This is an optimization exercise on Yosys and OpenROAD, whose aim is small area, not a production implementation. In this exercise RTL edits were held to simulation tests only and were not proved equivalent to the original. No activity file was given, so power comes from the tool's default toggle rates.

$ cat design/flow/design.v
typedef logic [7:0]  char_t;        
typedef logic [9:0]  cell_addr_t;   
typedef logic [4:0]  row_t;
typedef logic [4:0]  col_t;
typedef logic [6:0]  str_addr_t;    
typedef logic [56:0] chip_id_t;
typedef struct packed {
   logic progress;
   logic result;
} test_status_t;
typedef struct packed {
   logic         vga;
   logic         mode;      
   chip_id_t     chip_id;
   test_status_t memtest;
   test_status_t sdtest;
   logic [2:0]   mouse;     
} status_t;
`timescale 1ns/1ns
module status_console (
   input  logic         clk,
   input  logic         arst_n,
   input  logic [65:0]  status,        
   input  logic [9:0]   fetch_addr,    
   output logic [7:0]   fetch_char     
);
typedef logic [7:0]  char_t;        
typedef logic [9:0]  cell_addr_t;   
typedef logic [4:0]  row_t;
typedef logic [4:0]  col_t;
typedef logic [6:0]  str_addr_t;    
typedef logic [56:0] chip_id_t;
typedef struct packed {
   logic progress;
   logic result;
} test_status_t;
typedef struct packed {
   logic         vga;
   logic         mode;      
   chip_id_t     chip_id;
   test_status_t memtest;
   test_status_t sdtest;
   logic [2:0]   mouse;     
} status_t;
   status_t st;
   assign st = status;
   logic [4:0]  row, col;
   logic [59:0] id_full;
   logic [3:0]  nib;
   logic [7:0]  hex_char, res_char, ch;
   test_status_t t;
   assign row     = fetch_addr[9:5];
   assign col     = fetch_addr[4:0];
   assign id_full = {3'b000, st.chip_id};
   always_comb begin
      nib = id_full[4*(24 - int'(col)) +: 4];
   end
   assign hex_char = (nib < 4'd10) ? (8'h30 + {4'h0, nib}) : (8'h37 + {4'h0, nib});
   assign t = (row == 5'd6) ? st.memtest : st.sdtest;
   always_comb begin
      res_char = " ";
      if (t.progress) begin
         case (col)
            5'd21: res_char = "w";
            5'd22: res_char = "a";
            5'd23: res_char = "i";
            5'd24: res_char = "t";
            default: ;
         endcase
      end else if (t.result) begin
         case (col)
            5'd21: res_char = "O";
            5'd22: res_char = "K";
            default: ;
         endcase
      end else begin
         case (col)
            5'd21: res_char = "E";
            5'd22: res_char = "R";
            5'd23: res_char = "R";
            5'd24: res_char = "O";
            5'd25: res_char = "R";
            default: ;
         endcase
      end
   end
   always_comb begin
      ch = " ";
      case (row)
         5'd3: begin
            if (col >= 5'd10 && col <= 5'd13) begin
               if (st.vga)
                  case (col[1:0])
                     2'd2: ch = "V";
                     2'd3: ch = "G";
                     2'd0: ch = "A";
                     default: ;
                  endcase
               else if (st.mode)
                  case (col[1:0])
                     2'd2: ch = "N";
                     2'd3: ch = "T";
                     2'd0: ch = "S";
                     default: ch = "C";
                  endcase
               else
                  case (col[1:0])
                     2'd2: ch = "P";
                     2'd3: ch = "A";
                     2'd0: ch = "L";
                     default: ;
                  endcase
            end
         end
         5'd4: if (col >= 5'd10 && col <= 5'd24) ch = hex_char;
         5'd6, 5'd12: ch = res_char;
         5'd14: begin
            if (col == 5'd21 && st.mouse[0]) ch = "L";
            if (col == 5'd22 && st.mouse[2]) ch = "M";
            if (col == 5'd23 && st.mouse[1]) ch = "R";
         end
         default: ;
      endcase
   end
   always_ff @(posedge clk) begin
      fetch_char <= ch;
   end
endmodule
$ cat design/flow/run.sh
#!/bin/bash
# synth_recipe.tcl (not shown) runs the flow's synth.tcl, then flattens the netlist and writes it again
# the make line also repeats each setting of config.mk as NAME=value (left out here)
make -C /OpenROAD-flow-scripts/flow DESIGN_CONFIG=/design/flow/config.mk WORK_HOME=/design/flow/orfs CLKGATE_MAP_FILE= SYNTH_SCRIPT=/design/flow/synth_recipe.tcl finish
$ cat design/flow/config.mk
export PLATFORM = sky130hd
export DESIGN_NAME = status_console
export DESIGN_NICKNAME = status_console
export VERILOG_FILES = /design/flow/design.v
export SDC_FILE = /design/flow/constraint.sdc
export NUM_CORES = 4
export LEC_CHECK = 0
export ABC_AREA = 1
export CAP_MARGIN = 20
export CORE_MARGIN = 2
export CORE_UTILIZATION = 35
export PLACE_DENSITY = 0.55
export SLEW_MARGIN = 20
export SYNTH_MEMORY_MAX_BITS = 8192
$ cat design/flow/constraint.sdc
create_clock -name core_clock -period 6.0 [get_ports {clk}]
set_input_delay 1.2000 -clock core_clock [delete_from_list [all_inputs] [get_ports {clk}]]
set_output_delay 1.2000 -clock core_clock [all_outputs]
set_load 0.01 [all_outputs]
==> results.cfg, run 1 <==
[synth]
synthFlopType = dfxtp_1
synthCells = 327
synth.most_common_cell = nand2_1
yosysTopAreaCellShare = 0.241
syn-num-nets = 412
ys_warn_count = 1
yosysSeqAreaShare = 0.0834
syn_avg_cell_area_um2 = 5.14
synthTopCellsByArea = nand2_1, nand3_1, inv_1
synth_edf_count = 0
synthArstFlopShare = 0
yosys.area.top_type = nand2_1
ys_seq_elements = 7
syn_area_um2 = 1680
synth_common_cells = nand2_1, nand3_1, inv_1, nor2_1, o21ai_0
yosysUniqueCellTypes = 34

[place]
hpwl_um = 4410
placed_cells = 456
gp_congestion = 0.900
pre_cts_ws_ps = 1480
io_buffers = 83

[detailed_routing]
wirelength_um = 5340
drtIter0Drc = 80
wire_per_inst_um = 11.6
drt_first_pass_iters = 4
ant_nets = 0
drc = 0
routed_via_density = 4.76
via_count = 2191

[clocking]
cts-htree-levels = 1
cts_buffers = 3
post_cts_resized = 0
postCtsSetupRepairBufs = 0
tritoncts = built
cts_sinks = 7
cts_hold_buf = 0
root_buffer = clkbuf_8
clk_pin_slew_ps = 40
cts_buffer_depth = 2

[layout]
largest_reg_flops = 7
max_flop_register = fetch_char
antenna_cells = 0
fillers = 506
nets = 492
largestRegisters = fetch_char: 7 flops
area_growth_pct = 53.0
final_cells = 460
multi_input_area_um2 = 1300
drive_above_1_share = 0.0517
regArea_um2 = 140

[sta]
hold_viol = 0
setup_viol = 0
max_slew_margin = 0.623
worst_pin_slew_ps = 566
rsz0062_at_grt = no
clock.fmax_mhz = 234
period_share = 0.713
min_period_ps = 4280
finalSetupTns_ps = 0
fin_ws_ps = 1720
final_max_slew_viol_count = 0

[grt]
grt.overflow.total = 0
grt_max_degree = 32
grt_antenna_before_repair = 0
grt_pass1_wl_um = 8710
grt_usage = 0.201
grt_pass1_vias = 2032

[critical_path]
cp_max_fo = 31
crit_type = in -> reg
crit_path_max_incr_delay_ps = 700
cp_common_cell = nand3_1
crit_required_ps = 6110
path_cells = clkdlybuf4s50_1, buf_4, inv_4, ha_1, inv_1, nand3_1, nand3_1, nand3_1, nand2_1, inv_1, nand2_2, ha_1, inv_1, nand2_1, nand2_1, nand3_1, nand3_1, nand2_1
crit_arrival_ps = 4380
start_kind = primary input
crit_slowest_cell = ha_1
worstSetupEndpointType = flip-flop

[floorplanning]
die_w_um = 73.3
rows = 25
core-area_um2 = 4660
start_util = 0.361
io_pins = 86
die-area_um2 = 5370
die-height_um = 73.3

[power]
peakVddDrop_v = 0.0000638
switchingPower_uw = 105
swShare = 0.371
leakagePower_nw = 1.30
p_seq_frac = 0.172
combPwrFrac = 0.601
internal_power_uw = 178
power.density_nw_per_um2 = 110
power_frac_clock = 0.227

[worst_hold_path]
hold_class = in -> reg

[outcome]
status = timing/DRC/antenna clean

[run]
drv_cap = 0
==> kinds of logic after synthesis <==
family / Yosys count / share of synthesized area
and+or+nand+nor: 208 / 0.547
buffers and inverters: 56 / 0.142
AOI/OAI and AO/OA: 47 / 0.164
adders and majority gates: 7 / 0.0521
DFF: 7 / 0.0834
xor gates and xnor gates: 1 / 0.00968
other: 1 / 0.00223
==> layout make-up <==
type	instances	share of cell area
Clock buffer	4	0.0175
Timing Repair Buffer	84	0.326
Inverter	47	0.0696
Multi-Input combinational cell	264	0.506
Tap cell	54	0.0263
Sequential cell	7	0.0545
==> final timing paths <==
| path | slack (ps) | end | depth (start not counted) | startpoint |
|---|---|---|---|---|
| worst max-delay path | 1720 | fetch_char[2] | 18 | fetch_addr[0] |
| worst min-delay path | 1780 | fetch_char[5] | 5 | fetch_addr[7] |
==> power groups by stage <==
stage               registers, mW  logic [mW]  clock network, mW
floorplan                  0.0503      0.0974                  0
global placement           0.0494       0.170                  0
detailed placement         0.0494       0.171                  0
CTS                        0.0487       0.171             0.0658
global route               0.0487       0.192             0.0674
finish                     0.0486       0.170             0.0643
==> placed cells by master (no fill, tap or decap), types with 2 or more instances in the layout <==
cell | synthesis | layout
ha_1 | 7 | 7
nand2_4 | 3 | 3
nand3b_1 | 3 | 3
nand3_1 | 46 | 46
nor3_1 | 3 | 3
o21ai_2 | 2 | 2
clkbuf_8 | 0 | 3
o21ai_0 | 23 | 23
clkdlybuf4s50_1 | 0 | 83
o21ai_1 | 3 | 3
inv_1 | 44 | 44
a21oi_1 | 9 | 9
nor2_1 | 30 | 30
nand4_1 | 5 | 5
a211oi_1 | 2 | 2
nand2_2 | 5 | 5
o211ai_1 | 4 | 4
nand2_1 | 108 | 108
dfxtp_1 | 7 | 7
inv_2 | 2 | 2
==> per-stage QoR <==
stage	area [µm²]	total power [mW]	hold WS, ps	utilization
after global placement	2530	0.219	1940	0.542
after CTS	2570	0.286	1770	0.552
after detailed placement	2530	0.220	1940	0.542
after floorplan	1680	0.148	1420	-
after global routing	2570	0.308	1830	0.552
final	2570	0.283	1780	0.552
==> routing by layer <==
layer  up-vias  GRT usage  share of wire
met1       918      0.265           0.48
met2        64      0.348           0.46
met3         4     0.0261          0.051
li1       1205          -              -
met5         -          0              0
met4         0     0.0444         0.0054
==> critical path: cells and delay by family <==
family	cells	cell delay, ps
buffers and inverters	6	1460
adders and majority gates	2	920
and+or+nand+nor	10	790
==> run 2, diff against run 1 <==
--- a/design/flow/config.mk
+++ b/design/flow/config.mk
@@ -5,7 +5,6 @@
 export SDC_FILE = /design/flow/constraint.sdc
 export NUM_CORES = 4
 export LEC_CHECK = 0
-export ABC_AREA = 1
 export CAP_MARGIN = 20
 export CORE_MARGIN = 2
 export CORE_UTILIZATION = 35
==> run 2 against run 1 <==
  * Still clean on timing, DRC and antenna
  * Maximum frequency decreased by 4.2%
  * Hold slack got worse by 92 ps
  * Non-clock buffer count unchanged
  * Setup slack got worse by 190 ps
  * Sequential share of layout area increased by 0.28 points
  * Power decreased by 4.7%
  * Via count decreased by 19%
  * Combinational power decreased by 8%
  * Largest cell class unchanged
==> results.cfg, run 2 <==
[layout]
largest_reg_flops = 7
nets = 360
antenna_cells = 0
largestRegisters = fetch_char: 7 flops
max_flop_register = fetch_char
area_growth_pct = 57.7
final_cell_mix = clkdlybuf4s50_1, a21oi_1, nand2_1, nor2_1, nor3_1
drive_above_1_share = 0.0839
utilization = 0.566
final_common_cell = clkdlybuf4s50_1

[critical_path]
worstSetupEndpointType = flip-flop
crit_required_ps = 6150
path_cells = clkdlybuf4s50_1, buf_4, inv_1, ha_1, xnor2_2, mux4_1, o32ai_1, nor3_2, inv_1, ha_1, inv_1, a21oi_1, nor3_1, o21ai_0
start_kind = primary input
crit_path_max_incr_delay_ps = 680
cp-startpoint = fetch_addr[0]
cp_max_fo = 21
cp_common_cell = inv_1
crit_slowest_cell = xnor2_2
crit_end = fetch_char[4]
crit_arrival_ps = 4610
crit_type = in -> reg

[detailed_routing]
wirelength_um = 4760
drt_first_pass_iters = 5
drtIter0Drc = 81
via_count = 1772
drc = 0
wire_per_inst_um = 14.6
routed_via_density = 5.44
ant_nets = 0

[grt]
grt_usage = 0.189
grt_antenna_before_repair = 0
grt_pass1_vias = 1677
grt_max_degree = 22
grt.overflow.total = 0
grt_pass1_wl_um = 7710

[power]
swShare = 0.319
combPwrFrac = 0.582
leakagePower_nw = 0.917
internal_power_uw = 184
power.density_nw_per_um2 = 110
p_seq_frac = 0.177
power_frac_clock = 0.241
peakVddDrop_v = 0.0000439
switchingPower_uw = 86.0

[synth]
synth_top_family_by_area = simple AND/OR/NAND/NOR gates
synth_compound_area_frac = 0.248
syn_area_um2 = 1550
synth_xor_area_frac = 0.0331
syn-num-nets = 280
synthArstFlopShare = 0
ys_warn_count = 1
synthCells = 195
synthFlopType = dfxtp_1
synth_fa_ha_area_frac = 0.0565
synth_common_cells = a21oi_1, nand2_1, nor2_1, nor3_1, mux2i_1
syn_avg_cell_area_um2 = 7.96
ys_seq_elements = 7
muxShareOfSynthArea = 0.252
yosysSeqAreaShare = 0.0903
synthTopCellsByArea = mux4_2, dfxtp_1, mux4_1
yosysTopAreaCellShare = 0.102
yosysUniqueCellTypes = 54
synth_edf_count = 0
synth-simple-area-share = 0.268
yosys.area.top_type = mux4_2

[clocking]
cts_hold_buf = 0
postCtsSetupRepairBufs = 0
post_cts_resized = 0
root_buffer = clkbuf_8
tritoncts = built
cts_buffer_depth = 2
cts-htree-levels = 1
cts_sinks = 7
cts_buffers = 3
clk_pin_slew_ps = 40

[sta]
max_slew_margin = 0.429
final_max_slew_viol_count = 0
period_share = 0.744
clock.fmax_mhz = 224
worst_pin_slew_ps = 852
finalSetupTns_ps = 0
hold_viol = 0
min_period_ps = 4470
setup_viol = 0
rsz0062_at_grt = no

[floorplanning]
core-area_um2 = 4320
die-area_um2 = 4980
io_pins = 86
start_util = 0.359
die_w_um = 70.6
die-height_um = 70.6
rows = 24

[outcome]
status = timing/DRC/antenna clean

[place]
gp_congestion = 0.919
io_buffers = 83
hpwl_um = 4060

[run]
drv_cap = 0

[worst_hold_path]
hold_class = in -> reg
-- run 2: changes by cell type in the layout (fill, tap and decap cells not counted), sizes merged, moves of 9 or more --
cell | previous run | this run
nand2 | 116 | 22
nand3 | 46 | 3
inv | 47 | 7
nor2 | 31 | 13
o21ai | 28 | 11
nor3 | 3 | 16
a21oi | 10 | 22
mux4 | 0 | 12
mux2i | 0 | 9
-- run 2: worst max-delay path, delay by kind of cell --
kind                     cells  cell delay [ps]
AO/OA/AOI/OAI                3              650
XOR/XNOR                     1              680
adder cells (fa/ha/maj)      2              470
buffers and inverters        5             1000
multiplexers                 1              400
AND/OR/NAND/NOR              2              200
-- run 2: cell type report --
type                       instances  area, µm²
clock buffer                       4       45.0
fill                             436       1880
inverter                           7       26.3
multi-input combinational        172       1330
sequential                         7        140
tap                               52       65.1
timing repair buffer              84        838
-- run 2: worst min-delay path by stage --
stage,start,to,slack (ps),cells past startpoint
after floorplan,fetch_addr[9],fetch_char[5],1310,2
after global placement,fetch_addr[9],fetch_char[5],1920,3
after detailed placement,fetch_addr[9],fetch_char[5],1910,3
after CTS,fetch_addr[9],fetch_char[5],1680,3
after global routing,fetch_addr[9],fetch_char[5],1740,3
final,fetch_addr[9],fetch_char[5],1690,3
-- run 2: power by group through the flow --
stage / logic, mW / registers (mW) / clock network [mW]
2_1_floorplan: 0.0884 / 0.0490 / 0
3_3_place_gp: 0.157 / 0.0485 / 0
3_5_place_dp: 0.158 / 0.0485 / 0
4_1_cts: 0.158 / 0.0478 / 0.0667
5_1_grt: 0.172 / 0.0478 / 0.0701
6_report: 0.157 / 0.0478 / 0.0649
-- run 2: per-layer routing --
layer | up-vias | global-route usage | wire length, µm
li1 | 904 | - | -
met1 | 789 | 0.257 | 2160
met2 | 75 | 0.326 | 2290
met3 | 4 | 0.0214 | 288
met4 | 0 | 0.0377 | 16
met5 | - | 0 | 0
-- run 2: kinds of logic (layout without fill, tap and decap cells) --
group	Yosys count	count (layout)
DFF	7	7
AOI/OAI and AO/OA	59	59
adders and majority gates	7	7
muxes	22	22
and+or+nand+nor	78	78
buffers and inverters	16	95
xor gates and xnor gates	5	5
other	1	1
-- run 2: through the flow --
stage | cells | worst slack [ps] | instance area [µm²] | hold WS (ps) | power (mW)
after floorplan | 195 | 2180 | 1550 | 1310 | 0.137
after global placement | 322 | 1230 | 2400 | 1920 | 0.205
after detailed placement | 322 | 1250 | 2400 | 1910 | 0.206
after CTS | 326 | 1470 | 2450 | 1680 | 0.273
after global routing | 326 | 1160 | 2450 | 1740 | 0.290
final | 326 | 1530 | 2450 | 1690 | 0.270

==> what the ideal ports hide <==
The results above use ideal ports. As a check the final layouts listed here were re-extracted and re-timed, cells and wires unchanged.
Step 1 sets driving cells, clkbuf_16 on the clock port and buf_2 on the other inputs (assumed; they add their load-dependent delay and slew).
Step 2 moves the port delays by t, midway between the first and last clock arrival at a register: inputs arrive t later, outputs are due t later. That takes back most of the time a late clock gives input paths.
Slacks: ideal / step 1 / step 2; pairs: ideal / step 1.
run | shift t [ns] | setup WS [ns] | hold WS [ns] | cell pins on the clock port's net
run 1 | 0.242 | 1.722 / 1.720 / 1.477 | 1.779 / 1.781 / 1.948 | 1
run 2 | 0.244 | 1.533 / 1.526 / 1.282 | 1.686 / 1.696 / 1.940 | 1
After both steps every run listed still meets setup and hold. The setup slack of run 2, which loses most, moves by -0.007 ns with the drivers and by -0.251 ns with both steps.
